Context: an optimization exercise on an open-source flow, tuned for small area, a short achievable clock period and few clock cycles per item. The choices shown serve that exercise and are no tape-out recipe. In this exercise RTL edits were held to simulation tests only and were not proved equivalent to the original. Power is estimated from default activity; no workload was simulated.

===== design/flow/run.sh =====
#!/bin/bash
# synth_recipe.tcl (not shown) runs the flow's synth.tcl, then flattens the netlist and writes it again
# the make line also repeats each setting of config.mk as NAME=value (left out here)
make -C /OpenROAD-flow-scripts/flow DESIGN_CONFIG=/design/flow/config.mk WORK_HOME=/design/flow/orfs CLKGATE_MAP_FILE= SYNTH_SCRIPT=/design/flow/synth_recipe.tcl finish

===== design/flow/config.mk =====
export PLATFORM = sky130hd
export DESIGN_NAME = cc_param
export DESIGN_NICKNAME = cc_param
export VERILOG_FILES = /design/flow/design.v
export SDC_FILE = /design/flow/constraint.sdc
export NUM_CORES = 4
export LEC_CHECK = 0
export CAP_MARGIN = 20
export CORE_MARGIN = 2
export CORE_UTILIZATION = 40
export SETUP_SLACK_MARGIN = 5
export SLEW_MARGIN = 20

===== design/flow/constraint.sdc =====
create_clock -name core_clock -period 12.0 [get_ports {clk}]
set_input_delay 2.4000 -clock core_clock [delete_from_list [all_inputs] [get_ports {clk}]]
set_output_delay 2.4000 -clock core_clock [all_outputs]
set_load 0.01 [all_outputs]

===== design/flow/design.v =====
`default_nettype none
module cc_mac (
    input  logic        clk,
    input  logic [15:0] x,
    input  logic [7:0]  one,
    input  logic [7:0]  two,
    input  logic [7:0]  neg,
    input  logic        keep,
    input  logic        drain,
    input  logic [37:0] ns,
    input  logic [37:0] nc,
    output logic [37:0] s,
    output logic [37:0] c
);
    logic [37:0] ss, sc, s_d, c_d;
    logic t0;
    logic t1;
    logic t2;
    logic t3;
    logic t4;
    logic t5;
    logic t6;
    logic t7;
    logic t8;
    logic t9;
    logic t10;
    logic t11;
    logic t12;
    logic t13;
    logic t14;
    logic t15;
    logic t16;
    logic t17;
    logic t18;
    logic t19;
    logic t20;
    logic t21;
    logic t22;
    logic t23;
    logic t24;
    logic t25;
    logic t26;
    logic t27;
    logic t28;
    logic t29;
    logic t30;
    logic t31;
    logic t32;
    logic t33;
    logic t34;
    logic t35;
    logic t36;
    logic t37;
    logic t38;
    logic t39;
    logic t40;
    logic t41;
    logic t42;
    logic t43;
    logic t44;
    logic t45;
    logic t46;
    logic t47;
    logic t48;
    logic t49;
    logic t50;
    logic t51;
    logic t52;
    logic t53;
    logic t54;
    logic t55;
    logic t56;
    logic t57;
    logic t58;
    logic t59;
    logic t60;
    logic t61;
    logic t62;
    logic t63;
    logic t64;
    logic t65;
    logic t66;
    logic t67;
    logic t68;
    logic t69;
    logic t70;
    logic t71;
    logic t72;
    logic t73;
    logic t74;
    logic t75;
    logic t76;
    logic t77;
    logic t78;
    logic t79;
    logic t80;
    logic t81;
    logic t82;
    logic t83;
    logic t84;
    logic t85;
    logic t86;
    logic t87;
    logic t88;
    logic t89;
    logic t90;
    logic t91;
    logic t92;
    logic t93;
    logic t94;
    logic t95;
    logic t96;
    logic t97;
    logic t98;
    logic t99;
    logic t100;
    logic t101;
    logic t102;
    logic t103;
    logic t104;
    logic t105;
    logic t106;
    logic t107;
    logic t108;
    logic t109;
    logic t110;
    logic t111;
    logic t112;
    logic t113;
    logic t114;
    logic t115;
    logic t116;
    logic t117;
    logic t118;
    logic t119;
    logic t120;
    logic t121;
    logic t122;
    logic t123;
    logic t124;
    logic t125;
    logic t126;
    logic t127;
    logic t128;
    logic t129;
    logic t130;
    logic t131;
    logic t132;
    logic t133;
    logic t134;
    logic t135;
    logic t136;
    logic t137;
    logic t138;
    logic t139;
    logic t140;
    logic t141;
    logic t142;
    logic t143;
    logic t144;
    logic t145;
    logic t146;
    logic t147;
    logic t148;
    logic t149;
    logic t150;
    logic t151;
    logic t152;
    logic t153;
    logic t154;
    logic t155;
    logic t156;
    logic t157;
    logic t158;
    logic t159;
    logic t160;
    logic t161;
    logic t162;
    logic t163;
    logic t164;
    logic t165;
    logic t166;
    logic t167;
    logic t168;
    logic t169;
    logic t170;
    logic t171;
    logic t172;
    logic t173;
    logic t174;
    logic t175;
    logic t176;
    logic t177;
    logic t178;
    logic t179;
    logic t180;
    logic t181;
    logic t182;
    logic t183;
    logic t184;
    logic t185;
    logic t186;
    logic t187;
    logic t188;
    logic t189;
    logic t190;
    logic t191;
    logic t192;
    logic t193;
    logic t194;
    logic t195;
    logic t196;
    logic t197;
    logic t198;
    logic t199;
    logic t200;
    logic t201;
    logic t202;
    logic t203;
    logic t204;
    logic t205;
    logic t206;
    logic t207;
    logic t208;
    logic t209;
    logic t210;
    logic t211;
    logic t212;
    logic t213;
    logic t214;
    logic t215;
    logic t216;
    logic t217;
    logic t218;
    logic t219;
    logic t220;
    logic t221;
    logic t222;
    logic t223;
    logic t224;
    logic t225;
    logic t226;
    logic t227;
    logic t228;
    logic t229;
    logic t230;
    logic t231;
    logic t232;
    logic t233;
    logic t234;
    logic t235;
    logic t236;
    logic t237;
    logic t238;
    logic t239;
    logic t240;
    logic t241;
    logic t242;
    logic t243;
    logic t244;
    logic t245;
    logic t246;
    logic t247;
    logic t248;
    logic t249;
    logic t250;
    logic t251;
    logic t252;
    logic t253;
    logic t254;
    logic t255;
    logic t256;
    logic t257;
    logic t258;
    logic t259;
    logic t260;
    logic t261;
    logic t262;
    logic t263;
    logic t264;
    logic t265;
    logic t266;
    logic t267;
    logic t268;
    logic t269;
    logic t270;
    logic t271;
    logic t272;
    logic t273;
    logic t274;
    logic t275;
    logic t276;
    logic t277;
    logic t278;
    logic t279;
    logic t280;
    logic t281;
    logic t282;
    logic t283;
    logic t284;
    logic t285;
    logic t286;
    logic t287;
    logic t288;
    logic t289;
    logic t290;
    logic t291;
    logic t292;
    logic t293;
    logic t294;
    logic t295;
    logic t296;
    logic t297;
    logic t298;
    logic t299;
    logic t300;
    logic t301;
    logic t302;
    logic t303;
    logic t304;
    logic t305;
    logic t306;
    logic t307;
    logic t308;
    logic t309;
    logic t310;
    logic t311;
    logic t312;
    logic t313;
    logic t314;
    logic t315;
    logic t316;
    logic t317;
    logic t318;
    logic t319;
    logic t320;
    logic t321;
    logic t322;
    logic t323;
    logic t324;
    logic t325;
    logic t326;
    logic t327;
    logic t328;
    logic t329;
    logic t330;
    logic t331;
    logic t332;
    logic t333;
    logic t334;
    logic t335;
    logic t336;
    logic t337;
    logic t338;
    logic t339;
    logic t340;
    logic t341;
    logic t342;
    logic t343;
    logic t344;
    logic t345;
    logic t346;
    logic t347;
    logic t348;
    logic t349;
    logic t350;
    logic t351;
    logic t352;
    logic t353;
    logic t354;
    logic t355;
    logic t356;
    logic t357;
    logic t358;
    logic t359;
    logic t360;
    logic t361;
    logic t362;
    logic t363;
    logic t364;
    logic t365;
    logic t366;
    logic t367;
    logic t368;
    logic t369;
    logic t370;
    logic t371;
    logic t372;
    logic t373;
    logic t374;
    logic t375;
    logic t376;
    logic t377;
    logic t378;
    logic t379;
    logic t380;
    logic t381;
    logic t382;
    logic t383;
    logic t384;
    logic t385;
    logic t386;
    logic t387;
    logic t388;
    logic t389;
    logic t390;
    logic t391;
    logic t392;
    logic t393;
    logic t394;
    logic t395;
    logic t396;
    logic t397;
    logic t398;
    logic t399;
    logic t400;
    logic t401;
    logic t402;
    logic t403;
    logic t404;
    logic t405;
    logic t406;
    logic t407;
    logic t408;
    logic t409;
    logic t410;
    logic t411;
    logic t412;
    logic t413;
    logic t414;
    logic t415;
    logic t416;
    logic t417;
    logic t418;
    logic t419;
    logic t420;
    logic t421;
    logic t422;
    logic t423;
    logic t424;
    logic t425;
    logic t426;
    logic t427;
    logic t428;
    logic t429;
    logic t430;
    logic t431;
    logic t432;
    logic t433;
    logic t434;
    logic t435;
    logic t436;
    logic t437;
    logic t438;
    logic t439;
    logic t440;
    logic t441;
    logic t442;
    logic t443;
    logic t444;
    logic t445;
    logic t446;
    logic t447;
    logic t448;
    logic t449;
    logic t450;
    logic t451;
    logic t452;
    logic t453;
    logic t454;
    logic t455;
    logic t456;
    logic t457;
    logic t458;
    logic t459;
    logic t460;
    logic t461;
    logic t462;
    logic t463;
    logic t464;
    logic t465;
    logic t466;
    logic t467;
    logic t468;
    logic t469;
    logic t470;
    logic t471;
    logic t472;
    logic t473;
    logic t474;
    logic t475;
    logic t476;
    logic t477;
    logic t478;
    logic t479;
    assign ss = ({38{drain}} & ns) | ({38{keep}} & s);
    assign sc = ({38{drain}} & nc) | ({38{keep}} & c);
    assign t0 = ((one[0] & x[0]) ^ neg[0]);
    assign t1 = (((one[0] & x[1]) | (two[0] & x[0])) ^ neg[0]);
    assign t2 = (((one[0] & x[2]) | (two[0] & x[1])) ^ neg[0]);
    assign t3 = (((one[0] & x[3]) | (two[0] & x[2])) ^ neg[0]);
    assign t4 = (((one[0] & x[4]) | (two[0] & x[3])) ^ neg[0]);
    assign t5 = (((one[0] & x[5]) | (two[0] & x[4])) ^ neg[0]);
    assign t6 = (((one[0] & x[6]) | (two[0] & x[5])) ^ neg[0]);
    assign t7 = (((one[0] & x[7]) | (two[0] & x[6])) ^ neg[0]);
    assign t8 = (((one[0] & x[8]) | (two[0] & x[7])) ^ neg[0]);
    assign t9 = (((one[0] & x[9]) | (two[0] & x[8])) ^ neg[0]);
    assign t10 = (((one[0] & x[10]) | (two[0] & x[9])) ^ neg[0]);
    assign t11 = (((one[0] & x[11]) | (two[0] & x[10])) ^ neg[0]);
    assign t12 = (((one[0] & x[12]) | (two[0] & x[11])) ^ neg[0]);
    assign t13 = (((one[0] & x[13]) | (two[0] & x[12])) ^ neg[0]);
    assign t14 = (((one[0] & x[14]) | (two[0] & x[13])) ^ neg[0]);
    assign t15 = (((one[0] & x[15]) | (two[0] & x[14])) ^ neg[0]);
    assign t16 = ~(((one[0] | two[0]) & x[15]) ^ neg[0]);
    assign t17 = ((one[1] & x[0]) ^ neg[1]);
    assign t18 = (((one[1] & x[1]) | (two[1] & x[0])) ^ neg[1]);
    assign t19 = (((one[1] & x[2]) | (two[1] & x[1])) ^ neg[1]);
    assign t20 = (((one[1] & x[3]) | (two[1] & x[2])) ^ neg[1]);
    assign t21 = (((one[1] & x[4]) | (two[1] & x[3])) ^ neg[1]);
    assign t22 = (((one[1] & x[5]) | (two[1] & x[4])) ^ neg[1]);
    assign t23 = (((one[1] & x[6]) | (two[1] & x[5])) ^ neg[1]);
    assign t24 = (((one[1] & x[7]) | (two[1] & x[6])) ^ neg[1]);
    assign t25 = (((one[1] & x[8]) | (two[1] & x[7])) ^ neg[1]);
    assign t26 = (((one[1] & x[9]) | (two[1] & x[8])) ^ neg[1]);
    assign t27 = (((one[1] & x[10]) | (two[1] & x[9])) ^ neg[1]);
    assign t28 = (((one[1] & x[11]) | (two[1] & x[10])) ^ neg[1]);
    assign t29 = (((one[1] & x[12]) | (two[1] & x[11])) ^ neg[1]);
    assign t30 = (((one[1] & x[13]) | (two[1] & x[12])) ^ neg[1]);
    assign t31 = (((one[1] & x[14]) | (two[1] & x[13])) ^ neg[1]);
    assign t32 = (((one[1] & x[15]) | (two[1] & x[14])) ^ neg[1]);
    assign t33 = ~(((one[1] | two[1]) & x[15]) ^ neg[1]);
    assign t34 = ((one[2] & x[0]) ^ neg[2]);
    assign t35 = (((one[2] & x[1]) | (two[2] & x[0])) ^ neg[2]);
    assign t36 = (((one[2] & x[2]) | (two[2] & x[1])) ^ neg[2]);
    assign t37 = (((one[2] & x[3]) | (two[2] & x[2])) ^ neg[2]);
    assign t38 = (((one[2] & x[4]) | (two[2] & x[3])) ^ neg[2]);
    assign t39 = (((one[2] & x[5]) | (two[2] & x[4])) ^ neg[2]);
    assign t40 = (((one[2] & x[6]) | (two[2] & x[5])) ^ neg[2]);
    assign t41 = (((one[2] & x[7]) | (two[2] & x[6])) ^ neg[2]);
    assign t42 = (((one[2] & x[8]) | (two[2] & x[7])) ^ neg[2]);
    assign t43 = (((one[2] & x[9]) | (two[2] & x[8])) ^ neg[2]);
    assign t44 = (((one[2] & x[10]) | (two[2] & x[9])) ^ neg[2]);
    assign t45 = (((one[2] & x[11]) | (two[2] & x[10])) ^ neg[2]);
    assign t46 = (((one[2] & x[12]) | (two[2] & x[11])) ^ neg[2]);
    assign t47 = (((one[2] & x[13]) | (two[2] & x[12])) ^ neg[2]);
    assign t48 = (((one[2] & x[14]) | (two[2] & x[13])) ^ neg[2]);
    assign t49 = (((one[2] & x[15]) | (two[2] & x[14])) ^ neg[2]);
    assign t50 = ~(((one[2] | two[2]) & x[15]) ^ neg[2]);
    assign t51 = ((one[3] & x[0]) ^ neg[3]);
    assign t52 = (((one[3] & x[1]) | (two[3] & x[0])) ^ neg[3]);
    assign t53 = (((one[3] & x[2]) | (two[3] & x[1])) ^ neg[3]);
    assign t54 = (((one[3] & x[3]) | (two[3] & x[2])) ^ neg[3]);
    assign t55 = (((one[3] & x[4]) | (two[3] & x[3])) ^ neg[3]);
    assign t56 = (((one[3] & x[5]) | (two[3] & x[4])) ^ neg[3]);
    assign t57 = (((one[3] & x[6]) | (two[3] & x[5])) ^ neg[3]);
    assign t58 = (((one[3] & x[7]) | (two[3] & x[6])) ^ neg[3]);
    assign t59 = (((one[3] & x[8]) | (two[3] & x[7])) ^ neg[3]);
    assign t60 = (((one[3] & x[9]) | (two[3] & x[8])) ^ neg[3]);
    assign t61 = (((one[3] & x[10]) | (two[3] & x[9])) ^ neg[3]);
    assign t62 = (((one[3] & x[11]) | (two[3] & x[10])) ^ neg[3]);
    assign t63 = (((one[3] & x[12]) | (two[3] & x[11])) ^ neg[3]);
    assign t64 = (((one[3] & x[13]) | (two[3] & x[12])) ^ neg[3]);
    assign t65 = (((one[3] & x[14]) | (two[3] & x[13])) ^ neg[3]);
    assign t66 = (((one[3] & x[15]) | (two[3] & x[14])) ^ neg[3]);
    assign t67 = ~(((one[3] | two[3]) & x[15]) ^ neg[3]);
    assign t68 = ((one[4] & x[0]) ^ neg[4]);
    assign t69 = (((one[4] & x[1]) | (two[4] & x[0])) ^ neg[4]);
    assign t70 = (((one[4] & x[2]) | (two[4] & x[1])) ^ neg[4]);
    assign t71 = (((one[4] & x[3]) | (two[4] & x[2])) ^ neg[4]);
    assign t72 = (((one[4] & x[4]) | (two[4] & x[3])) ^ neg[4]);
    assign t73 = (((one[4] & x[5]) | (two[4] & x[4])) ^ neg[4]);
    assign t74 = (((one[4] & x[6]) | (two[4] & x[5])) ^ neg[4]);
    assign t75 = (((one[4] & x[7]) | (two[4] & x[6])) ^ neg[4]);
    assign t76 = (((one[4] & x[8]) | (two[4] & x[7])) ^ neg[4]);
    assign t77 = (((one[4] & x[9]) | (two[4] & x[8])) ^ neg[4]);
    assign t78 = (((one[4] & x[10]) | (two[4] & x[9])) ^ neg[4]);
    assign t79 = (((one[4] & x[11]) | (two[4] & x[10])) ^ neg[4]);
    assign t80 = (((one[4] & x[12]) | (two[4] & x[11])) ^ neg[4]);
    assign t81 = (((one[4] & x[13]) | (two[4] & x[12])) ^ neg[4]);
    assign t82 = (((one[4] & x[14]) | (two[4] & x[13])) ^ neg[4]);
    assign t83 = (((one[4] & x[15]) | (two[4] & x[14])) ^ neg[4]);
    assign t84 = ~(((one[4] | two[4]) & x[15]) ^ neg[4]);
    assign t85 = ((one[5] & x[0]) ^ neg[5]);
    assign t86 = (((one[5] & x[1]) | (two[5] & x[0])) ^ neg[5]);
    assign t87 = (((one[5] & x[2]) | (two[5] & x[1])) ^ neg[5]);
    assign t88 = (((one[5] & x[3]) | (two[5] & x[2])) ^ neg[5]);
    assign t89 = (((one[5] & x[4]) | (two[5] & x[3])) ^ neg[5]);
    assign t90 = (((one[5] & x[5]) | (two[5] & x[4])) ^ neg[5]);
    assign t91 = (((one[5] & x[6]) | (two[5] & x[5])) ^ neg[5]);
    assign t92 = (((one[5] & x[7]) | (two[5] & x[6])) ^ neg[5]);
    assign t93 = (((one[5] & x[8]) | (two[5] & x[7])) ^ neg[5]);
    assign t94 = (((one[5] & x[9]) | (two[5] & x[8])) ^ neg[5]);
    assign t95 = (((one[5] & x[10]) | (two[5] & x[9])) ^ neg[5]);
    assign t96 = (((one[5] & x[11]) | (two[5] & x[10])) ^ neg[5]);
    assign t97 = (((one[5] & x[12]) | (two[5] & x[11])) ^ neg[5]);
    assign t98 = (((one[5] & x[13]) | (two[5] & x[12])) ^ neg[5]);
    assign t99 = (((one[5] & x[14]) | (two[5] & x[13])) ^ neg[5]);
    assign t100 = (((one[5] & x[15]) | (two[5] & x[14])) ^ neg[5]);
    assign t101 = ~(((one[5] | two[5]) & x[15]) ^ neg[5]);
    assign t102 = ((one[6] & x[0]) ^ neg[6]);
    assign t103 = (((one[6] & x[1]) | (two[6] & x[0])) ^ neg[6]);
    assign t104 = (((one[6] & x[2]) | (two[6] & x[1])) ^ neg[6]);
    assign t105 = (((one[6] & x[3]) | (two[6] & x[2])) ^ neg[6]);
    assign t106 = (((one[6] & x[4]) | (two[6] & x[3])) ^ neg[6]);
    assign t107 = (((one[6] & x[5]) | (two[6] & x[4])) ^ neg[6]);
    assign t108 = (((one[6] & x[6]) | (two[6] & x[5])) ^ neg[6]);
    assign t109 = (((one[6] & x[7]) | (two[6] & x[6])) ^ neg[6]);
    assign t110 = (((one[6] & x[8]) | (two[6] & x[7])) ^ neg[6]);
    assign t111 = (((one[6] & x[9]) | (two[6] & x[8])) ^ neg[6]);
    assign t112 = (((one[6] & x[10]) | (two[6] & x[9])) ^ neg[6]);
    assign t113 = (((one[6] & x[11]) | (two[6] & x[10])) ^ neg[6]);
    assign t114 = (((one[6] & x[12]) | (two[6] & x[11])) ^ neg[6]);
    assign t115 = (((one[6] & x[13]) | (two[6] & x[12])) ^ neg[6]);
    assign t116 = (((one[6] & x[14]) | (two[6] & x[13])) ^ neg[6]);
    assign t117 = (((one[6] & x[15]) | (two[6] & x[14])) ^ neg[6]);
    assign t118 = ~(((one[6] | two[6]) & x[15]) ^ neg[6]);
    assign t119 = ((one[7] & x[0]) ^ neg[7]);
    assign t120 = (((one[7] & x[1]) | (two[7] & x[0])) ^ neg[7]);
    assign t121 = (((one[7] & x[2]) | (two[7] & x[1])) ^ neg[7]);
    assign t122 = (((one[7] & x[3]) | (two[7] & x[2])) ^ neg[7]);
    assign t123 = (((one[7] & x[4]) | (two[7] & x[3])) ^ neg[7]);
    assign t124 = (((one[7] & x[5]) | (two[7] & x[4])) ^ neg[7]);
    assign t125 = (((one[7] & x[6]) | (two[7] & x[5])) ^ neg[7]);
    assign t126 = (((one[7] & x[7]) | (two[7] & x[6])) ^ neg[7]);
    assign t127 = (((one[7] & x[8]) | (two[7] & x[7])) ^ neg[7]);
    assign t128 = (((one[7] & x[9]) | (two[7] & x[8])) ^ neg[7]);
    assign t129 = (((one[7] & x[10]) | (two[7] & x[9])) ^ neg[7]);
    assign t130 = (((one[7] & x[11]) | (two[7] & x[10])) ^ neg[7]);
    assign t131 = (((one[7] & x[12]) | (two[7] & x[11])) ^ neg[7]);
    assign t132 = (((one[7] & x[13]) | (two[7] & x[12])) ^ neg[7]);
    assign t133 = (((one[7] & x[14]) | (two[7] & x[13])) ^ neg[7]);
    assign t134 = (((one[7] & x[15]) | (two[7] & x[14])) ^ neg[7]);
    assign t135 = ~(((one[7] | two[7]) & x[15]) ^ neg[7]);
    assign t136 = neg[0] ^ t0 ^ ss[0];
    assign t137 = (neg[0] & t0) | (neg[0] & ss[0]) | (t0 & ss[0]);
    assign t138 = t1 ^ ss[1] ^ sc[1];
    assign t139 = (t1 & ss[1]) | (t1 & sc[1]) | (ss[1] & sc[1]);
    assign t140 = neg[1] ^ t2 ^ t17;
    assign t141 = (neg[1] & t2) | (neg[1] & t17) | (t2 & t17);
    assign t142 = ss[2] ^ sc[2] ^ t140;
    assign t143 = (ss[2] & sc[2]) | (ss[2] & t140) | (sc[2] & t140);
    assign t144 = t3 ^ t18 ^ ss[3];
    assign t145 = (t3 & t18) | (t3 & ss[3]) | (t18 & ss[3]);
    assign t146 = sc[3] ^ t141 ^ t144;
    assign t147 = (sc[3] & t141) | (sc[3] & t144) | (t141 & t144);
    assign t148 = neg[2] ^ t4 ^ t19;
    assign t149 = (neg[2] & t4) | (neg[2] & t19) | (t4 & t19);
    assign t150 = t34 ^ ss[4] ^ sc[4];
    assign t151 = (t34 & ss[4]) | (t34 & sc[4]) | (ss[4] & sc[4]);
    assign t152 = t148 ^ t145 ^ t150;
    assign t153 = (t148 & t145) | (t148 & t150) | (t145 & t150);
    assign t154 = t5 ^ t20 ^ t35;
    assign t155 = (t5 & t20) | (t5 & t35) | (t20 & t35);
    assign t156 = ss[5] ^ sc[5] ^ t149;
    assign t157 = (ss[5] & sc[5]) | (ss[5] & t149) | (sc[5] & t149);
    assign t158 = t154 ^ t151 ^ t156;
    assign t159 = (t154 & t151) | (t154 & t156) | (t151 & t156);
    assign t160 = neg[3] ^ t6 ^ t21;
    assign t161 = (neg[3] & t6) | (neg[3] & t21) | (t6 & t21);
    assign t162 = t36 ^ t51 ^ ss[6];
    assign t163 = (t36 & t51) | (t36 & ss[6]) | (t51 & ss[6]);
    assign t164 = sc[6] ^ t155 ^ t160;
    assign t165 = (sc[6] & t155) | (sc[6] & t160) | (t155 & t160);
    assign t166 = t162 ^ t157 ^ t164;
    assign t167 = (t162 & t157) | (t162 & t164) | (t157 & t164);
    assign t168 = t7 ^ t22 ^ t37;
    assign t169 = (t7 & t22) | (t7 & t37) | (t22 & t37);
    assign t170 = t52 ^ ss[7] ^ sc[7];
    assign t171 = (t52 & ss[7]) | (t52 & sc[7]) | (ss[7] & sc[7]);
    assign t172 = t161 ^ t168 ^ t163;
    assign t173 = (t161 & t168) | (t161 & t163) | (t168 & t163);
    assign t174 = t170 ^ t165 ^ t172;
    assign t175 = (t170 & t165) | (t170 & t172) | (t165 & t172);
    assign t176 = neg[4] ^ t8 ^ t23;
    assign t177 = (neg[4] & t8) | (neg[4] & t23) | (t8 & t23);
    assign t178 = t38 ^ t53 ^ t68;
    assign t179 = (t38 & t53) | (t38 & t68) | (t53 & t68);
    assign t180 = ss[8] ^ sc[8] ^ t169;
    assign t181 = (ss[8] & sc[8]) | (ss[8] & t169) | (sc[8] & t169);
    assign t182 = t176 ^ t178 ^ t171;
    assign t183 = (t176 & t178) | (t176 & t171) | (t178 & t171);
    assign t184 = t180 ^ t173 ^ t182;
    assign t185 = (t180 & t173) | (t180 & t182) | (t173 & t182);
    assign t186 = t9 ^ t24 ^ t39;
    assign t187 = (t9 & t24) | (t9 & t39) | (t24 & t39);
    assign t188 = t54 ^ t69 ^ ss[9];
    assign t189 = (t54 & t69) | (t54 & ss[9]) | (t69 & ss[9]);
    assign t190 = sc[9] ^ t177 ^ t179;
    assign t191 = (sc[9] & t177) | (sc[9] & t179) | (t177 & t179);
    assign t192 = t186 ^ t188 ^ t181;
    assign t193 = (t186 & t188) | (t186 & t181) | (t188 & t181);
    assign t194 = t190 ^ t183 ^ t192;
    assign t195 = (t190 & t183) | (t190 & t192) | (t183 & t192);
    assign t196 = neg[5] ^ t10 ^ t25;
    assign t197 = (neg[5] & t10) | (neg[5] & t25) | (t10 & t25);
    assign t198 = t40 ^ t55 ^ t70;
    assign t199 = (t40 & t55) | (t40 & t70) | (t55 & t70);
    assign t200 = t85 ^ ss[10] ^ sc[10];
    assign t201 = (t85 & ss[10]) | (t85 & sc[10]) | (ss[10] & sc[10]);
    assign t202 = t187 ^ t196 ^ t198;
    assign t203 = (t187 & t196) | (t187 & t198) | (t196 & t198);
    assign t204 = t189 ^ t200 ^ t191;
    assign t205 = (t189 & t200) | (t189 & t191) | (t200 & t191);
    assign t206 = t202 ^ t193 ^ t204;
    assign t207 = (t202 & t193) | (t202 & t204) | (t193 & t204);
    assign t208 = t11 ^ t26 ^ t41;
    assign t209 = (t11 & t26) | (t11 & t41) | (t26 & t41);
    assign t210 = t56 ^ t71 ^ t86;
    assign t211 = (t56 & t71) | (t56 & t86) | (t71 & t86);
    assign t212 = ss[11] ^ sc[11] ^ t197;
    assign t213 = (ss[11] & sc[11]) | (ss[11] & t197) | (sc[11] & t197);
    assign t214 = t199 ^ t208 ^ t210;
    assign t215 = (t199 & t208) | (t199 & t210) | (t208 & t210);
    assign t216 = t201 ^ t203 ^ t212;
    assign t217 = (t201 & t203) | (t201 & t212) | (t203 & t212);
    assign t218 = t214 ^ t205 ^ t216;
    assign t219 = (t214 & t205) | (t214 & t216) | (t205 & t216);
    assign t220 = neg[6] ^ t12 ^ t27;
    assign t221 = (neg[6] & t12) | (neg[6] & t27) | (t12 & t27);
    assign t222 = t42 ^ t57 ^ t72;
    assign t223 = (t42 & t57) | (t42 & t72) | (t57 & t72);
    assign t224 = t87 ^ t102 ^ ss[12];
    assign t225 = (t87 & t102) | (t87 & ss[12]) | (t102 & ss[12]);
    assign t226 = sc[12] ^ t209 ^ t211;
    assign t227 = (sc[12] & t209) | (sc[12] & t211) | (t209 & t211);
    assign t228 = t220 ^ t222 ^ t224;
    assign t229 = (t220 & t222) | (t220 & t224) | (t222 & t224);
    assign t230 = t213 ^ t215 ^ t226;
    assign t231 = (t213 & t215) | (t213 & t226) | (t215 & t226);
    assign t232 = t228 ^ t217 ^ t230;
    assign t233 = (t228 & t217) | (t228 & t230) | (t217 & t230);
    assign t234 = t13 ^ t28 ^ t43;
    assign t235 = (t13 & t28) | (t13 & t43) | (t28 & t43);
    assign t236 = t58 ^ t73 ^ t88;
    assign t237 = (t58 & t73) | (t58 & t88) | (t73 & t88);
    assign t238 = t103 ^ ss[13] ^ sc[13];
    assign t239 = (t103 & ss[13]) | (t103 & sc[13]) | (ss[13] & sc[13]);
    assign t240 = t221 ^ t223 ^ t234;
    assign t241 = (t221 & t223) | (t221 & t234) | (t223 & t234);
    assign t242 = t236 ^ t225 ^ t238;
    assign t243 = (t236 & t225) | (t236 & t238) | (t225 & t238);
    assign t244 = t227 ^ t240 ^ t229;
    assign t245 = (t227 & t240) | (t227 & t229) | (t240 & t229);
    assign t246 = t242 ^ t231 ^ t244;
    assign t247 = (t242 & t231) | (t242 & t244) | (t231 & t244);
    assign t248 = neg[7] ^ t14 ^ t29;
    assign t249 = (neg[7] & t14) | (neg[7] & t29) | (t14 & t29);
    assign t250 = t44 ^ t59 ^ t74;
    assign t251 = (t44 & t59) | (t44 & t74) | (t59 & t74);
    assign t252 = t89 ^ t104 ^ t119;
    assign t253 = (t89 & t104) | (t89 & t119) | (t104 & t119);
    assign t254 = ss[14] ^ sc[14] ^ t235;
    assign t255 = (ss[14] & sc[14]) | (ss[14] & t235) | (sc[14] & t235);
    assign t256 = t237 ^ t248 ^ t250;
    assign t257 = (t237 & t248) | (t237 & t250) | (t248 & t250);
    assign t258 = t252 ^ t239 ^ t241;
    assign t259 = (t252 & t239) | (t252 & t241) | (t239 & t241);
    assign t260 = t254 ^ t256 ^ t243;
    assign t261 = (t254 & t256) | (t254 & t243) | (t256 & t243);
    assign t262 = t258 ^ t245 ^ t260;
    assign t263 = (t258 & t245) | (t258 & t260) | (t245 & t260);
    assign t264 = t15 ^ t30 ^ t45;
    assign t265 = (t15 & t30) | (t15 & t45) | (t30 & t45);
    assign t266 = t60 ^ t75 ^ t90;
    assign t267 = (t60 & t75) | (t60 & t90) | (t75 & t90);
    assign t268 = t105 ^ t120 ^ ss[15];
    assign t269 = (t105 & t120) | (t105 & ss[15]) | (t120 & ss[15]);
    assign t270 = sc[15] ^ t249 ^ t251;
    assign t271 = (sc[15] & t249) | (sc[15] & t251) | (t249 & t251);
    assign t272 = t253 ^ t264 ^ t266;
    assign t273 = (t253 & t264) | (t253 & t266) | (t264 & t266);
    assign t274 = t268 ^ t255 ^ t257;
    assign t275 = (t268 & t255) | (t268 & t257) | (t255 & t257);
    assign t276 = t270 ^ t272 ^ t259;
    assign t277 = (t270 & t272) | (t270 & t259) | (t272 & t259);
    assign t278 = t274 ^ t261 ^ t276;
    assign t279 = (t274 & t261) | (t274 & t276) | (t261 & t276);
    assign t280 = ~(t16 ^ t31);
    assign t281 = (t16 | t31);
    assign t282 = t46 ^ t61 ^ t76;
    assign t283 = (t46 & t61) | (t46 & t76) | (t61 & t76);
    assign t284 = t91 ^ t106 ^ t121;
    assign t285 = (t91 & t106) | (t91 & t121) | (t106 & t121);
    assign t286 = ss[16] ^ sc[16] ^ t280;
    assign t287 = (ss[16] & sc[16]) | (ss[16] & t280) | (sc[16] & t280);
    assign t288 = t265 ^ t267 ^ t282;
    assign t289 = (t265 & t267) | (t265 & t282) | (t267 & t282);
    assign t290 = t284 ^ t269 ^ t286;
    assign t291 = (t284 & t269) | (t284 & t286) | (t269 & t286);
    assign t292 = t271 ^ t273 ^ t288;
    assign t293 = (t271 & t273) | (t271 & t288) | (t273 & t288);
    assign t294 = t290 ^ t275 ^ t292;
    assign t295 = (t290 & t275) | (t290 & t292) | (t275 & t292);
    assign t296 = t277 ^ t294;
    assign t297 = t277 & t294;
    assign t298 = ~(t32 ^ t47);
    assign t299 = (t32 | t47);
    assign t300 = t62 ^ t77 ^ t92;
    assign t301 = (t62 & t77) | (t62 & t92) | (t77 & t92);
    assign t302 = t107 ^ t122 ^ ss[17];
    assign t303 = (t107 & t122) | (t107 & ss[17]) | (t122 & ss[17]);
    assign t304 = sc[17] ^ t281 ^ t298;
    assign t305 = (sc[17] & t281) | (sc[17] & t298) | (t281 & t298);
    assign t306 = t283 ^ t285 ^ t300;
    assign t307 = (t283 & t285) | (t283 & t300) | (t285 & t300);
    assign t308 = t302 ^ t287 ^ t304;
    assign t309 = (t302 & t287) | (t302 & t304) | (t287 & t304);
    assign t310 = t289 ^ t306 ^ t291;
    assign t311 = (t289 & t306) | (t289 & t291) | (t306 & t291);
    assign t312 = t308 ^ t293 ^ t310;
    assign t313 = (t308 & t293) | (t308 & t310) | (t293 & t310);
    assign t314 = t295 ^ t312;
    assign t315 = t295 & t312;
    assign t316 = t33 ^ t48 ^ t63;
    assign t317 = (t33 & t48) | (t33 & t63) | (t48 & t63);
    assign t318 = t78 ^ t93 ^ t108;
    assign t319 = (t78 & t93) | (t78 & t108) | (t93 & t108);
    assign t320 = t123 ^ ss[18] ^ sc[18];
    assign t321 = (t123 & ss[18]) | (t123 & sc[18]) | (ss[18] & sc[18]);
    assign t322 = t299 ^ t301 ^ t316;
    assign t323 = (t299 & t301) | (t299 & t316) | (t301 & t316);
    assign t324 = t318 ^ t303 ^ t320;
    assign t325 = (t318 & t303) | (t318 & t320) | (t303 & t320);
    assign t326 = t305 ^ t307 ^ t322;
    assign t327 = (t305 & t307) | (t305 & t322) | (t307 & t322);
    assign t328 = t324 ^ t309 ^ t326;
    assign t329 = (t324 & t309) | (t324 & t326) | (t309 & t326);
    assign t330 = t311 ^ t328 ^ t313;
    assign t331 = (t311 & t328) | (t311 & t313) | (t328 & t313);
    assign t332 = ~(t49 ^ t64);
    assign t333 = (t49 | t64);
    assign t334 = t79 ^ t94 ^ t109;
    assign t335 = (t79 & t94) | (t79 & t109) | (t94 & t109);
    assign t336 = t124 ^ ss[19] ^ sc[19];
    assign t337 = (t124 & ss[19]) | (t124 & sc[19]) | (ss[19] & sc[19]);
    assign t338 = t332 ^ t317 ^ t319;
    assign t339 = (t332 & t317) | (t332 & t319) | (t317 & t319);
    assign t340 = t334 ^ t321 ^ t336;
    assign t341 = (t334 & t321) | (t334 & t336) | (t321 & t336);
    assign t342 = t323 ^ t338 ^ t325;
    assign t343 = (t323 & t338) | (t323 & t325) | (t338 & t325);
    assign t344 = t340 ^ t327 ^ t342;
    assign t345 = (t340 & t327) | (t340 & t342) | (t327 & t342);
    assign t346 = t329 ^ t344;
    assign t347 = t329 & t344;
    assign t348 = t50 ^ t65 ^ t80;
    assign t349 = (t50 & t65) | (t50 & t80) | (t65 & t80);
    assign t350 = t95 ^ t110 ^ t125;
    assign t351 = (t95 & t110) | (t95 & t125) | (t110 & t125);
    assign t352 = ss[20] ^ sc[20] ^ t333;
    assign t353 = (ss[20] & sc[20]) | (ss[20] & t333) | (sc[20] & t333);
    assign t354 = t335 ^ t348 ^ t350;
    assign t355 = (t335 & t348) | (t335 & t350) | (t348 & t350);
    assign t356 = t337 ^ t352 ^ t339;
    assign t357 = (t337 & t352) | (t337 & t339) | (t352 & t339);
    assign t358 = t354 ^ t341 ^ t356;
    assign t359 = (t354 & t341) | (t354 & t356) | (t341 & t356);
    assign t360 = t343 ^ t358 ^ t345;
    assign t361 = (t343 & t358) | (t343 & t345) | (t358 & t345);
    assign t362 = ~(t66 ^ t81);
    assign t363 = (t66 | t81);
    assign t364 = t96 ^ t111 ^ t126;
    assign t365 = (t96 & t111) | (t96 & t126) | (t111 & t126);
    assign t366 = ss[21] ^ sc[21] ^ t362;
    assign t367 = (ss[21] & sc[21]) | (ss[21] & t362) | (sc[21] & t362);
    assign t368 = t349 ^ t351 ^ t364;
    assign t369 = (t349 & t351) | (t349 & t364) | (t351 & t364);
    assign t370 = t353 ^ t366 ^ t355;
    assign t371 = (t353 & t366) | (t353 & t355) | (t366 & t355);
    assign t372 = t368 ^ t357 ^ t370;
    assign t373 = (t368 & t357) | (t368 & t370) | (t357 & t370);
    assign t374 = t359 ^ t372;
    assign t375 = t359 & t372;
    assign t376 = t67 ^ t82 ^ t97;
    assign t377 = (t67 & t82) | (t67 & t97) | (t82 & t97);
    assign t378 = t112 ^ t127 ^ ss[22];
    assign t379 = (t112 & t127) | (t112 & ss[22]) | (t127 & ss[22]);
    assign t380 = sc[22] ^ t363 ^ t365;
    assign t381 = (sc[22] & t363) | (sc[22] & t365) | (t363 & t365);
    assign t382 = t376 ^ t378 ^ t367;
    assign t383 = (t376 & t378) | (t376 & t367) | (t378 & t367);
    assign t384 = t369 ^ t380 ^ t382;
    assign t385 = (t369 & t380) | (t369 & t382) | (t380 & t382);
    assign t386 = t371 ^ t384 ^ t373;
    assign t387 = (t371 & t384) | (t371 & t373) | (t384 & t373);
    assign t388 = ~(t83 ^ t98);
    assign t389 = (t83 | t98);
    assign t390 = t113 ^ t128 ^ ss[23];
    assign t391 = (t113 & t128) | (t113 & ss[23]) | (t128 & ss[23]);
    assign t392 = sc[23] ^ t388 ^ t377;
    assign t393 = (sc[23] & t388) | (sc[23] & t377) | (t388 & t377);
    assign t394 = t379 ^ t390 ^ t381;
    assign t395 = (t379 & t390) | (t379 & t381) | (t390 & t381);
    assign t396 = t392 ^ t383 ^ t394;
    assign t397 = (t392 & t383) | (t392 & t394) | (t383 & t394);
    assign t398 = t385 ^ t396;
    assign t399 = t385 & t396;
    assign t400 = t84 ^ t99 ^ t114;
    assign t401 = (t84 & t99) | (t84 & t114) | (t99 & t114);
    assign t402 = t129 ^ ss[24] ^ sc[24];
    assign t403 = (t129 & ss[24]) | (t129 & sc[24]) | (ss[24] & sc[24]);
    assign t404 = t389 ^ t400 ^ t391;
    assign t405 = (t389 & t400) | (t389 & t391) | (t400 & t391);
    assign t406 = t402 ^ t393 ^ t404;
    assign t407 = (t402 & t393) | (t402 & t404) | (t393 & t404);
    assign t408 = t395 ^ t406 ^ t397;
    assign t409 = (t395 & t406) | (t395 & t397) | (t406 & t397);
    assign t410 = ~(t100 ^ t115);
    assign t411 = (t100 | t115);
    assign t412 = t130 ^ ss[25] ^ sc[25];
    assign t413 = (t130 & ss[25]) | (t130 & sc[25]) | (ss[25] & sc[25]);
    assign t414 = t410 ^ t401 ^ t403;
    assign t415 = (t410 & t401) | (t410 & t403) | (t401 & t403);
    assign t416 = t412 ^ t405 ^ t414;
    assign t417 = (t412 & t405) | (t412 & t414) | (t405 & t414);
    assign t418 = t407 ^ t416;
    assign t419 = t407 & t416;
    assign t420 = t101 ^ t116 ^ t131;
    assign t421 = (t101 & t116) | (t101 & t131) | (t116 & t131);
    assign t422 = ss[26] ^ sc[26] ^ t411;
    assign t423 = (ss[26] & sc[26]) | (ss[26] & t411) | (sc[26] & t411);
    assign t424 = t420 ^ t413 ^ t422;
    assign t425 = (t420 & t413) | (t420 & t422) | (t413 & t422);
    assign t426 = t415 ^ t424 ^ t417;
    assign t427 = (t415 & t424) | (t415 & t417) | (t424 & t417);
    assign t428 = ~(t117 ^ t132);
    assign t429 = (t117 | t132);
    assign t430 = ss[27] ^ sc[27] ^ t428;
    assign t431 = (ss[27] & sc[27]) | (ss[27] & t428) | (sc[27] & t428);
    assign t432 = t421 ^ t423 ^ t430;
    assign t433 = (t421 & t423) | (t421 & t430) | (t423 & t430);
    assign t434 = t425 ^ t432 ^ t427;
    assign t435 = (t425 & t432) | (t425 & t427) | (t432 & t427);
    assign t436 = t118 ^ t133 ^ ss[28];
    assign t437 = (t118 & t133) | (t118 & ss[28]) | (t133 & ss[28]);
    assign t438 = sc[28] ^ t429 ^ t436;
    assign t439 = (sc[28] & t429) | (sc[28] & t436) | (t429 & t436);
    assign t440 = t431 ^ t438 ^ t433;
    assign t441 = (t431 & t438) | (t431 & t433) | (t438 & t433);
    assign t442 = ~(t134 ^ ss[29]);
    assign t443 = (t134 | ss[29]);
    assign t444 = sc[29] ^ t442 ^ t437;
    assign t445 = (sc[29] & t442) | (sc[29] & t437) | (t442 & t437);
    assign t446 = t439 ^ t444 ^ t441;
    assign t447 = (t439 & t444) | (t439 & t441) | (t444 & t441);
    assign t448 = t135 ^ ss[30] ^ sc[30];
    assign t449 = (t135 & ss[30]) | (t135 & sc[30]) | (ss[30] & sc[30]);
    assign t450 = t443 ^ t448 ^ t445;
    assign t451 = (t443 & t448) | (t443 & t445) | (t448 & t445);
    assign t452 = ~(ss[31] ^ sc[31]);
    assign t453 = (ss[31] | sc[31]);
    assign t454 = t452 ^ t449 ^ t451;
    assign t455 = (t452 & t449) | (t452 & t451) | (t449 & t451);
    assign t456 = ~(ss[32] ^ sc[32]);
    assign t457 = (ss[32] | sc[32]);
    assign t458 = t453 ^ t456 ^ t455;
    assign t459 = (t453 & t456) | (t453 & t455) | (t456 & t455);
    assign t460 = ~(ss[33] ^ sc[33]);
    assign t461 = (ss[33] | sc[33]);
    assign t462 = t457 ^ t460;
    assign t463 = t457 & t460;
    assign t464 = ~(ss[34] ^ sc[34]);
    assign t465 = (ss[34] | sc[34]);
    assign t466 = t461 ^ t464 ^ t463;
    assign t467 = (t461 & t464) | (t461 & t463) | (t464 & t463);
    assign t468 = ~(ss[35] ^ sc[35]);
    assign t469 = (ss[35] | sc[35]);
    assign t470 = t465 ^ t468 ^ t467;
    assign t471 = (t465 & t468) | (t465 & t467) | (t468 & t467);
    assign t472 = ~(ss[36] ^ sc[36]);
    assign t473 = (ss[36] | sc[36]);
    assign t474 = t469 ^ t472 ^ t471;
    assign t475 = (t469 & t472) | (t469 & t471) | (t472 & t471);
    assign t476 = ~(ss[37] ^ sc[37]);
    assign t477 = (ss[37] | sc[37]);
    assign t478 = t473 ^ t476 ^ t475;
    assign t479 = (t473 & t476) | (t473 & t475) | (t476 & t475);
    assign s_d[0] = t136;
    assign c_d[0] = 1'b0;
    assign s_d[1] = t137;
    assign c_d[1] = t138;
    assign s_d[2] = t139;
    assign c_d[2] = t142;
    assign s_d[3] = t143;
    assign c_d[3] = t146;
    assign s_d[4] = t147;
    assign c_d[4] = t152;
    assign s_d[5] = t153;
    assign c_d[5] = t158;
    assign s_d[6] = t159;
    assign c_d[6] = t166;
    assign s_d[7] = t167;
    assign c_d[7] = t174;
    assign s_d[8] = t175;
    assign c_d[8] = t184;
    assign s_d[9] = t185;
    assign c_d[9] = t194;
    assign s_d[10] = t195;
    assign c_d[10] = t206;
    assign s_d[11] = t207;
    assign c_d[11] = t218;
    assign s_d[12] = t219;
    assign c_d[12] = t232;
    assign s_d[13] = t233;
    assign c_d[13] = t246;
    assign s_d[14] = t247;
    assign c_d[14] = t262;
    assign s_d[15] = t263;
    assign c_d[15] = t278;
    assign s_d[16] = t279;
    assign c_d[16] = t296;
    assign s_d[17] = t297;
    assign c_d[17] = t314;
    assign s_d[18] = t315;
    assign c_d[18] = t330;
    assign s_d[19] = t331;
    assign c_d[19] = t346;
    assign s_d[20] = t347;
    assign c_d[20] = t360;
    assign s_d[21] = t361;
    assign c_d[21] = t374;
    assign s_d[22] = t375;
    assign c_d[22] = t386;
    assign s_d[23] = t387;
    assign c_d[23] = t398;
    assign s_d[24] = t399;
    assign c_d[24] = t408;
    assign s_d[25] = t409;
    assign c_d[25] = t418;
    assign s_d[26] = t419;
    assign c_d[26] = t426;
    assign s_d[27] = t434;
    assign c_d[27] = 1'b0;
    assign s_d[28] = t435;
    assign c_d[28] = t440;
    assign s_d[29] = t446;
    assign c_d[29] = 1'b0;
    assign s_d[30] = t447;
    assign c_d[30] = t450;
    assign s_d[31] = t454;
    assign c_d[31] = 1'b0;
    assign s_d[32] = t458;
    assign c_d[32] = 1'b0;
    assign s_d[33] = t459;
    assign c_d[33] = t462;
    assign s_d[34] = t466;
    assign c_d[34] = 1'b0;
    assign s_d[35] = t470;
    assign c_d[35] = 1'b0;
    assign s_d[36] = t474;
    assign c_d[36] = 1'b0;
    assign s_d[37] = t478;
    assign c_d[37] = 1'b0;
    always_ff @(posedge clk) begin
        s <= s_d;
        c <= c_d;
    end
endmodule
module cc_param #(
    parameter  int W    = 16,
    parameter  int N    = 64,
    parameter  int LMAX = 32,
    localparam int ACCW = 2 * W + $clog2(N),
    localparam int LAGW = $clog2(LMAX + 1) + 1
) (
    input  logic                   clk,
    input  logic                   rst,
    input  logic                   start,
    input  logic                   in_valid,
    output logic                   in_ready,
    input  logic signed [W-1:0]    a_in,
    input  logic signed [W-1:0]    b_in,
    output logic                   busy,
    output logic                   done,
    output logic signed [LAGW-1:0] best_lag,
    output logic signed [ACCW-1:0] best_sum,
    output logic                   lag_valid,
    output logic signed [LAGW-1:0] lag_idx,
    output logic signed [ACCW-1:0] lag_sum
);
    localparam int K  = 17;           
    localparam int G  = 4;           
    localparam int CL = 64 + K;          
    logic       r_load, r_busy, r_done, r_calc;
    logic [5:0] r_cnt;
    logic [7:0] r_c;
    logic [2:0] r_g;
    logic       w_accept, w_start, w_last, w_mul, w_brot, w_dr;
    assign in_ready = r_load;
    assign busy     = r_busy;
    assign done     = r_done;
    assign w_accept = in_valid & r_load;
    assign w_start  = start & ~r_busy;
    assign w_last   = w_accept & (&r_cnt);
    assign w_mul    = r_calc && (r_c <= 8'd63);            
    assign w_brot   = r_calc && (r_c <= 8'(63 + K));        
    assign w_dr     = r_calc && (r_c >= 8'd64) && (r_c <= 8'(63 + K));  
    always_ff @(posedge clk) begin
        if (rst) begin
            r_load <= 1'b0;
            r_busy <= 1'b0;
            r_done <= 1'b0;
            r_calc <= 1'b0;
            r_cnt  <= '0;
            r_c    <= '0;
            r_g    <= '0;
        end else begin
            if (w_start) begin
                r_load <= 1'b1;
                r_busy <= 1'b1;
                r_done <= 1'b0;
                r_cnt  <= '0;
            end else if (w_accept) begin
                r_cnt <= r_cnt + 6'd1;
            end
            if (w_last) begin
                r_load <= 1'b0;
                r_calc <= 1'b1;
                r_c    <= '0;
                r_g    <= '0;
            end else if (r_calc) begin
                if (r_g == 3'(G - 1) && r_c == 8'(CL + 1)) begin
                    r_calc <= 1'b0;
                    r_busy <= 1'b0;
                    r_done <= 1'b1;
                end else if (r_c == 8'(CL) && r_g != 3'(G - 1)) begin
                    r_c <= '0;
                    r_g <= r_g + 3'd1;
                end else begin
                    r_c <= r_c + 8'd1;
                end
            end
        end
    end
    logic signed [W-1:0] r_a_sr [N];
    logic signed [W-1:0] r_b_sr [N];
    always_ff @(posedge clk) begin
        if (w_accept || w_mul) begin
            for (int i = 0; i < N - 1; i++) r_a_sr[i] <= r_a_sr[i+1];
            r_a_sr[N-1] <= w_accept ? a_in : r_a_sr[0];
        end
        if (w_accept || w_brot) begin
            for (int i = 0; i < N - 1; i++) r_b_sr[i] <= r_b_sr[i+1];
            r_b_sr[N-1] <= w_accept ? b_in : r_b_sr[0];
        end
    end
    logic [7:0] w_ao, w_at, w_an;
    always_comb begin
        for (int j = 0; j < 8; j++) begin
            w_ao[j] = (j == 0 ? r_a_sr[0][0] : (r_a_sr[0][2*j] ^ r_a_sr[0][2*j-1]));
            w_at[j] = (j == 0) ? (r_a_sr[0][1] & ~r_a_sr[0][0]) :
                      ((r_a_sr[0][2*j+1] & ~r_a_sr[0][2*j] & ~r_a_sr[0][2*j-1]) |
                       (~r_a_sr[0][2*j+1] & r_a_sr[0][2*j] & r_a_sr[0][2*j-1]));
            w_an[j] = r_a_sr[0][2*j+1];
        end
    end
    logic signed [8:0] w_base, w_c9, w_g9;
    assign w_c9   = 9'(r_c);
    assign w_g9   = 9'(32'(r_g) * K);
    assign w_base = w_c9 + w_g9 - 9'sd32;
    logic [7:0] r_ao, r_at, r_an;
    logic       r_keep, r_drain;
    logic signed [W-1:0] r_x [K];
    always_ff @(posedge clk) begin
        r_ao    <= w_mul ? w_ao : '0;
        r_at    <= w_mul ? w_at : '0;
        r_an    <= w_mul ? w_an : '0;
        r_keep  <= ~(w_mul && (r_c == 8'd0)) && ~w_dr;
        r_drain <= w_dr;
        for (int k = 0; k < K; k++) begin
            if (w_mul && (int'(w_base) + k >= 0) && (int'(w_base) + k <= 63))
                r_x[k] <= r_b_sr[(k + 32) % 64];
            else
                r_x[k] <= '0;
        end
    end
    logic [ACCW-1:0] u_s [K];
    logic [ACCW-1:0] u_c [K];
    for (genvar k = 0; k < K; k++) begin : g_u
        logic [ACCW-1:0] w_ns, w_nc;
        if (k + 1 < K) begin : g_n
            assign w_ns = u_s[k+1];
            assign w_nc = u_c[k+1];
        end else begin : g_z
            assign w_ns = '0;
            assign w_nc = '0;
        end
        cc_mac i_mac (
            .clk(clk), .x(r_x[k]), .one(r_ao), .two(r_at), .neg(r_an),
            .keep(r_keep), .drain(r_drain), .ns(w_ns), .nc(w_nc),
            .s(u_s[k]), .c(u_c[k]));
    end
    logic signed [ACCW-1:0] r_h;
    logic signed [7:0]      r_hl;
    logic                   r_hv, r_hf;
    always_ff @(posedge clk) begin
        r_h  <= u_s[0] + u_c[0];
        r_hl <= 8'(32'(r_g) * K) + 8'(r_c) - 8'd65 - 8'd32;
        r_hv <= r_drain;
        r_hf <= r_drain && (r_g == 3'd0) && (r_c == 8'd65);
    end
    logic signed [LAGW-1:0] r_best_lag;
    logic signed [ACCW-1:0] r_best_sum;
    always_ff @(posedge clk) begin
        if (r_hv && (r_hl <= 8'sd32) && (r_hf || (r_h > r_best_sum))) begin
            r_best_sum <= r_h;
            r_best_lag <= LAGW'(r_hl);
        end
    end
    assign best_lag = r_best_lag;
    assign best_sum = r_best_sum;
    assign lag_valid = 1'b0;
    assign lag_idx   = '0;
    assign lag_sum   = '0;
endmodule
`default_nettype wire

==> impl_metrics.py, run 1 <==
metrics = {
    "status": {
        "outcome": "complete, no violations",
    },
    "worst_setup_path": {
        "critPathArrivalTime_ps": 6690,
        "cp_max_fo": 42,
        "crit_type": "flop to flop",
        "cp.required_ps": 12860,
        "start_kind": "flop",
        "end_kind": "flop",
    },
    "detailed_routing": {
        "wl_met3_um": 44000,
        "antenna_left": 0,
        "wl_met2_um": 280000,
        "wl_per_cell_um": 24.3,
        "viasPerCell": 5.50,
        "drt_first_iter_violations": 11800,
        "totalWireLength_um": 589000,
        "dr.pass1.iters": 6,
        "via_count": 134000,
        "m1WireLength_um": 239000,
        "maxUsedRoutingLayer": "met5",
        "drc_errors": 0,
    },
    "synth": {
        "synth_area_leaders": "edfxtp_1 (29%), fa_1 (23%), dfxtp_1 (14%)",
        "synth_top_area_cell": "edfxtp_1",
        "synth-edff-count": 2093,
        "synthArstFlopShare": 0,
        "synthCells": 17600,
        "ys_warn_count": 10,
        "synth_seq_cells": 3599,
        "synth.distinct_cells": 73,
        "ys.flop_type": "edfxtp_1",
        "yosysTopAreaCellShare": 0.291,
        "ys_seq_area_frac": 0.430,
        "syn_area_um2": 216000,
        "avgSynthCellArea_um2": 12.3,
    },
    "placed_design": {
        "dp_hpwl_um": 377000,
        "gp_congestion": 0.863,
        "place_inst": 23500,
        "placed_area_um2": 223000,
        "io_buffers": 83,
    },
    "clock_tree": {
        "cts_root_buffer": "clkbuf_16",
        "htree_levels": 5,
        "clock_latency_ps": 1060,
        "cts_buffers": 384,
        "cts_resized": 0,
        "clock-sinks": 3599,
        "cts_buffer_depth": 4,
        "cts.clk_slew.worst_paths_ps": 70,
        "postCtsSetupRepairBufs": 0,
        "cts_tree": "done",
        "cts_hold_buf": 0,
    },
    "timing": {
        "worstMarginPinSlew_ps": 1150,
        "period_minus_slack_ps": 5830,
        "rsz0062_at_grt": "false",
        "finalCritPeriodShare": 0.486,
        "setup_violations": 0,
        "max_freq_mhz": 172,
        "final-hold-violation-count": 0,
        "slew_headroom": 0.228,
        "fin_tns_setup_ps": 0,
        "finalMaxSlewViolations": 0,
        "finClkSkew_ps": 102,
    },
    "die": {
        "core_um2": 540000,
        "initial_core_util": 0.401,
        "fp.dieH_um": 739,
        "dieArea_um2": 546000,
        "die_w_um": 739,
        "rows": 270,
        "ios": 130,
    },
    "pwr": {
        "power_frac_seq": 0.453,
        "powerDensity_nw_per_um2": 152,
        "p_switching_w": 0.0106,
        "p_int_w": 0.0252,
        "power_switching_share": 0.296,
        "clkPwrFrac": 0.342,
        "power_w": 0.0358,
        "pwr-share-comb": 0.206,
        "peakVddDrop_mv": 0.170,
        "p_leak_nw": 89.2,
    },
    "finish": {
        "final_net_count": 19600,
        "final_util": 0.437,
        "postLayoutCellArea_um2": 236000,
        "drive_gt1_frac": 0.0570,
        "fin_cells": 24300,
        "area_delta_synth_final_pct": 8.99,
    },
    "job": {
        "cap_violations": 0,
    },
    "global_routing": {
        "antenna_found_initial": 20,
        "grtUsageTotal": 0.212,
        "first_global_vias": 143000,
        "grt_first_pass_wirelength_um": 889000,
        "grt_max_degree": 200,
        "grt.overflow.total": 0,
    },
    "hold_path": {
        "min_path_type": "flop to flop",
    },
}
synth_stat cells, types with 21 or more instances:
cell         n
inv_1     2657
nand2_1    413
nor3_1      21
edfxtp_1  2093
a21oi_1     82
ha_1       412
fa_1      2468
and2_1     243
dfxtp_1   1506
a22oi_1   2457
xnor2_1   1251
a22o_1     656
and3_1      32
xor2_1    1157
a21o_1      28
buf_1      313
clkbuf_1  1251
o21ai_0     64
mux2_2      49
nand3_1     62
buf_4       51
nor2_1     101
stage by stage:
stage	setup slack [ps]	hold WS, ps
2_1_floorplan	5080	331
3_3_place_gp	6140	381
3_5_place_dp	6100	387
4_1_cts	6240	346
5_1_grt	6000	352
6_report	6170	342
path summary, 6_finish.rpt:
| path | end | slack (ps) | start | cells past startpoint |
|---|---|---|---|---|
| min | r_b_sr[30][0] | 340 | r_b_sr[31][0] | 0 |
| min reg2reg | r_b_sr[30][0] | 340 | r_b_sr[31][0] | 0 |
| max | g_u[3].i_mac.s[27] | 6170 | r_an[7] | 11 |
| max reg2reg | g_u[3].i_mac.s[27] | 6170 | r_an[7] | 11 |
worst max-delay path, cell delays in order, from the launching register on:
cell and delay (ps):
dfxtp_4 730, buf_4 630, buf_4 920, buf_4 830
xnor2_1 190, fa_1 450, fa_1 490, inv_1 90
fa_1 180, inv_1 60, fa_1 460, fa_1 490
state kept, by name, indices dropped and copies added (netlist names):
name	cells
g_u.i_mac.s	646
r_cnt	6
g_u.i_mac.c	493
r_done	1
r_hl	8
r_x	272
r_busy	1
r_hf	1
r_an	8
r_at	8
r_h	38
r_load	1
r_a_sr	1024
r_best_lag	7
r_hv	1
r_ao	8
r_b_sr	1024
r_g	3
r_keep	1
r_drain	1
r_calc	1
r_best_sum	38
r_c	8
layout by cell type (no fill, tap or decap), types with 11 or more instances in the layout:
cell type        instances
nand3_1                 62
conb_1                  46
diode_2                 13
clkdlybuf4s50_1         83
xor2_1                1157
nor2_1                 101
nor2b_1                 13
clkbuf_16              385
and3_1                  32
inv_1                 2657
a21o_1                  28
fa_1                  2468
buf_12                  46
xnor2_1               1251
nand2_1                410
edfxtp_1              2093
o21ai_0                 64
clkinv_1                50
bufinv_16               39
a22oi_1               2457
dfxtp_4                 26
buf_4                  208
o211a_1                 18
clkinvlp_4              25
clkbuf_8                21
or2_2                   11
nor3_1                  20
dfxtp_1               1479
clkbuf_1                74
mux2_2                  49
and2_1                 240
nand4_1                 19
clkinv_2                81
ha_1                   412
clkinv_16               18
a22o_1                 656
a21oi_1                 79
cell families (layout without fill, tap and decap cells):
logic type,Yosys count,count (layout),share of synthesized area
buffers and inverters,4288,3715,0.0754
flip-flops,3599,3599,0.430
AO/OA/AOI/OAI,3389,3389,0.120
adder cells (fa/ha/maj),2880,2880,0.252
XOR/XNOR,2410,2410,0.0977
AND/OR/NAND/NOR,950,950,0.0213
multiplexers,54,54,0.00278
other,1,59,0.0000173
cell type report:
| class | instances | area, um^2 |
|---|---|---|
| inverter | 2659 | 9990 |
| clock buffer | 480 | 10200 |
| tap | 7208 | 9020 |
| fill | 49300 | 304000 |
| multi-input combinational | 9729 | 107000 |
| antenna | 13 | 32.5 |
| clock inverter | 236 | 2750 |
| sequential | 3599 | 93100 |
| timing repair buffer | 340 | 3360 |
power groups by stage:
stage               combinational, W  clock [W]  sequential (W)
global route                 0.00898     0.0130          0.0164
CTS                          0.00757     0.0126          0.0162
global placement             0.00711          0          0.0164
detailed placement           0.00754          0          0.0164
finish                       0.00737     0.0122          0.0162
floorplan                    0.00609          0          0.0157
routing by layer:
metal,vias up,GRT usage
met1,69100,0.276
li1,56800,-
met4,8,0.0884
met2,5809,0.351
met3,1825,0.0340
met5,-,0
Testbench counts, summed over its fixed seeds: cycles 12,616, items 32.
==> run 2: changes to the inputs <==
==> design/flow/flow/run.sh (new file) <==
#!/bin/bash
set -euo pipefail
bash standard.sh SYNTH_ARGS=-noabc SETUP_SLACK_MARGIN=8 finish > make_finish.log 2>&1
==> design/flow/standard.sh (new file) <==
#!/bin/bash
# synth_recipe.tcl (not shown) runs the flow's synth.tcl, then flattens the netlist and writes it again
# the make line also repeats each setting of config.mk as NAME=value (left out here)
make -C /OpenROAD-flow-scripts/flow DESIGN_CONFIG=/design/flow/config.mk WORK_HOME=/design/flow/orfs CLKGATE_MAP_FILE= SYNTH_SCRIPT=/design/flow/synth_recipe.tcl "${@:-finish}"
--- a/design/flow/config.mk
+++ b/design/flow/config.mk
@@ -9,4 +9,3 @@
 export CORE_MARGIN = 2
 export CORE_UTILIZATION = 40
-export SETUP_SLACK_MARGIN = 5
 export SLEW_MARGIN = 20
removed: design/flow/run.sh
==> impl_metrics.py, run 2 <==
metrics = {
    "global_routing": {
        "antenna_found_initial": 27,
        "grt_max_degree": 166,
        "grt_first_pass_wirelength_um": 954000,
        "grtUsageTotal": 0.241,
        "grt.overflow.total": 0,
        "first_global_vias": 136000,
    },
    "clock_tree": {
        "cts_buffers": 385,
        "cts_tree": "done",
        "cts_buffer_depth": 4,
        "clock_latency_ps": 1030,
        "cts_root_buffer": "clkbuf_16",
        "clock-sinks": 3599,
        "cts.clk_slew.worst_paths_ps": 60,
        "htree_levels": 5,
    },
    "worst_setup_path": {
        "cp.required_ps": 12870,
        "end_kind": "flop",
        "reg2reg_from": "r_at[1]",
        "critPathArrivalTime_ps": 4970,
        "cp-startpoint": "r_at[1]",
        "crit_top_cell": "fa_1",
        "critPathMaxStageDelay_ps": 570,
        "start_kind": "flop",
        "crit_type": "flop to flop",
        "crit_slowest_cell": "fa_1",
        "cp_max_fo": 8,
        "cp_cell_sequence": "buf_6, or2_4, buf_12, buf_8, nand2_8, xnor2_4, fa_1, inv_1, fa_1, fa_1, fa_1, fa_1",
    },
    "detailed_routing": {
        "antenna_left": 0,
        "wl_per_cell_um": 30.0,
        "dr.pass1.iters": 7,
        "via_count": 134000,
        "drc_errors": 0,
        "totalWireLength_um": 684000,
        "drt_first_iter_violations": 16600,
        "viasPerCell": 5.88,
    },
    "pwr": {
        "power_switching_share": 0.297,
        "p_leak_nw": 92.1,
        "pwr-share-comb": 0.209,
        "p_switching_w": 0.0107,
        "p_int_w": 0.0254,
        "power_frac_seq": 0.455,
        "power_w": 0.0362,
        "powerDensity_nw_per_um2": 149,
        "peakVddDrop_mv": 0.126,
        "clkPwrFrac": 0.336,
    },
    "placed_design": {
        "dpl_worst_slack_ps": 5950,
        "io_buffers": 83,
        "dp_hpwl_um": 365000,
        "gp_congestion": 0.833,
    },
    "synth": {
        "yosysTopAreaCellShare": 0.299,
        "synth_area_leaders": "edfxtp_1 (30%), fa_1 (24%), dfxtp_1 (14%)",
        "synth-edff-count": 2093,
        "synth_top_area_cell": "edfxtp_1",
        "avgSynthCellArea_um2": 13.4,
        "synthCells": 15800,
        "post-synth-top-count-cell": "fa_1",
        "synth_seq_cells": 3599,
        "syn_area_um2": 210000,
        "synthArstFlopShare": 0,
        "ys_seq_area_frac": 0.442,
        "ys.flop_type": "edfxtp_1",
        "ys_warn_count": 10,
        "synth.distinct_cells": 82,
        "synthTopCellsByCount": "fa_1 (2502), a22oi_1 (2296), edfxtp_1 (2093), xnor2_1 (1916), dfxtp_1 (1506)",
    },
    "die": {
        "ios": 130,
        "initial_core_util": 0.401,
        "fp.dieH_um": 729,
        "dieArea_um2": 532000,
        "core_um2": 525000,
        "rows": 266,
        "die_w_um": 729,
    },
    "timing": {
        "slew_headroom": 0.293,
        "finClkSkew_ps": 71.2,
        "worstMarginPinSlew_ps": 1060,
        "period_minus_slack_ps": 4100,
        "final-hold-violation-count": 0,
        "max_freq_mhz": 244,
        "finalCritPeriodShare": 0.342,
        "rsz0062_at_grt": "true",
        "setup_ws_ps": 7900,
        "finalMaxSlewViolations": 0,
        "setup_violations": 0,
        "fin_tns_setup_ps": 0,
    },
    "finish": {
        "final_common_cell": "fa_1",
        "layout_common_cells": "fa_1 (2380), a22oi_1 (2231), edfxtp_1 (2093)",
        "top_regs": "r_a_sr: 1024 flops, r_b_sr: 1024 flops, g_u.i_mac.s: 646 flops",
        "final_net_count": 18500,
        "final_util": 0.462,
        "drive_gt1_frac": 0.118,
        "fillCellCount": 46000,
        "area_delta_synth_final_pct": 15.2,
        "multi_input_area_um2": 109000,
        "layout.area.seq_um2": 93200,
    },
    "hold_path": {
        "hold_start": "r_b_sr[62][6]",
        "min_path_type": "flop to flop",
    },
    "status": {
        "outcome": "complete, no violations",
    },
    "job": {
        "cap_violations": 0,
    },
}
-- run 2: through the flow --
| step | hold WS (ps) | area, um^2 | instances |
|---|---|---|---|
| 2_1_floorplan | 332 | 211000 | 15800 |
| 3_3_place_gp | 397 | 217000 | 21500 |
| 3_5_place_dp | 399 | 217000 | 21500 |
| 4_1_cts | 349 | 237000 | 22500 |
| 5_1_grt | 363 | 242000 | 22800 |
| 6_report | 382 | 242000 | 22800 |
-- run 2: per-layer routing --
layer / GRT usage / routed length (um)
met5: 0 / 134
met3: 0.0534 / 75200
met2: 0.369 / 301000
met4: 0.112 / 42700
met1: 0.328 / 265000
-- run 2: area by class of cell --
class / count / area share
clock inverters: 207 / 0.00954
multi-input cells: 9701 / 0.451
well taps: 6968 / 0.0360
repair buffers: 913 / 0.0626
clock buffers: 498 / 0.0431
inverters: 883 / 0.0137
flip-flops and latches: 3599 / 0.384
diodes: 8 / 0.0000826
-- run 2: logic make-up after synthesis --
logic type	after synthesis	synth area share
buffers and inverters	2506	0.0458
multiplexers	38	0.00200
flip-flops	3599	0.442
other	1	0.0000178
XOR/XNOR	2379	0.0992
adder cells (fa/ha/maj)	2961	0.265
AO/OA/AOI/OAI	3350	0.124
AND/OR/NAND/NOR	924	0.0222
-- run 2: power by group through the flow --
| stage | logic, W | registers (W) | clock network (W) |
|---|---|---|---|
| floorplan | 0.00607 | 0.0158 | 0 |
| global placement | 0.00721 | 0.0167 | 0 |
| detailed placement | 0.00757 | 0.0167 | 0 |
| CTS | 0.00768 | 0.0164 | 0.0124 |
| global route | 0.00898 | 0.0165 | 0.0129 |
| finish | 0.00756 | 0.0164 | 0.0122 |
-- run 2: worst max-delay path: cells and delay by family, from the launching register on --
kind	cells	cell delay (ps)
xor+xnor	1	170
fa+ha+maj	5	2500
buf+inv	4	570
flops	1	480
simple gates	2	220
-- run 2: final timing paths --
| kind | to | slack (ps) | cells after the start |
|---|---|---|---|
| max | g_u[13].i_mac.c[18] | 7900 | 12 |
| min | r_b_sr[61][6] | 380 | 0 |
| max reg2reg | g_u[13].i_mac.c[18] | 7900 | 12 |
| min reg2reg | r_b_sr[61][6] | 380 | 0 |
-- run 2: what timing repair did --
item / in CTS / in global routing
endpoints found under the setup margin: 2371 / 767
pin swaps: 63 / 289
gates cloned: 124 / 85
hold buffers: 0 / 0
resized for setup: 664 / 385
setup buffers: 178 / 177

-- re-timing with driven ports --
Ports are ideal in the flow. The routed layouts listed here were re-timed in OpenROAD.
Step 1 assumes that a clkbuf_16 drives the clock port and a buf_2 every other input.
Step 2, shift: input delay + t, output delay - t, t = (earliest + latest rising clock arrival at the registers) / 2. This alone moves slack from input paths to output paths.
Three values: no drivers, after step 1, after step 2; two values: the first two.
| run | t, ns | setup slack, ns | latest minus earliest clock arrival (ns) |
|---|---|---|---|
| run 1 | 1.142 | 6.169 / 6.169 / 6.120 | 0.116 / 0.116 |
| run 2 | 1.096 | 7.901 / 7.882 / 7.077 | 0.076 / 0.075 |
After both steps setup and hold are still met in every run listed. The setup slack of run 2, which loses most, moves by -0.019 ns with the drivers and by -0.824 ns with both steps.
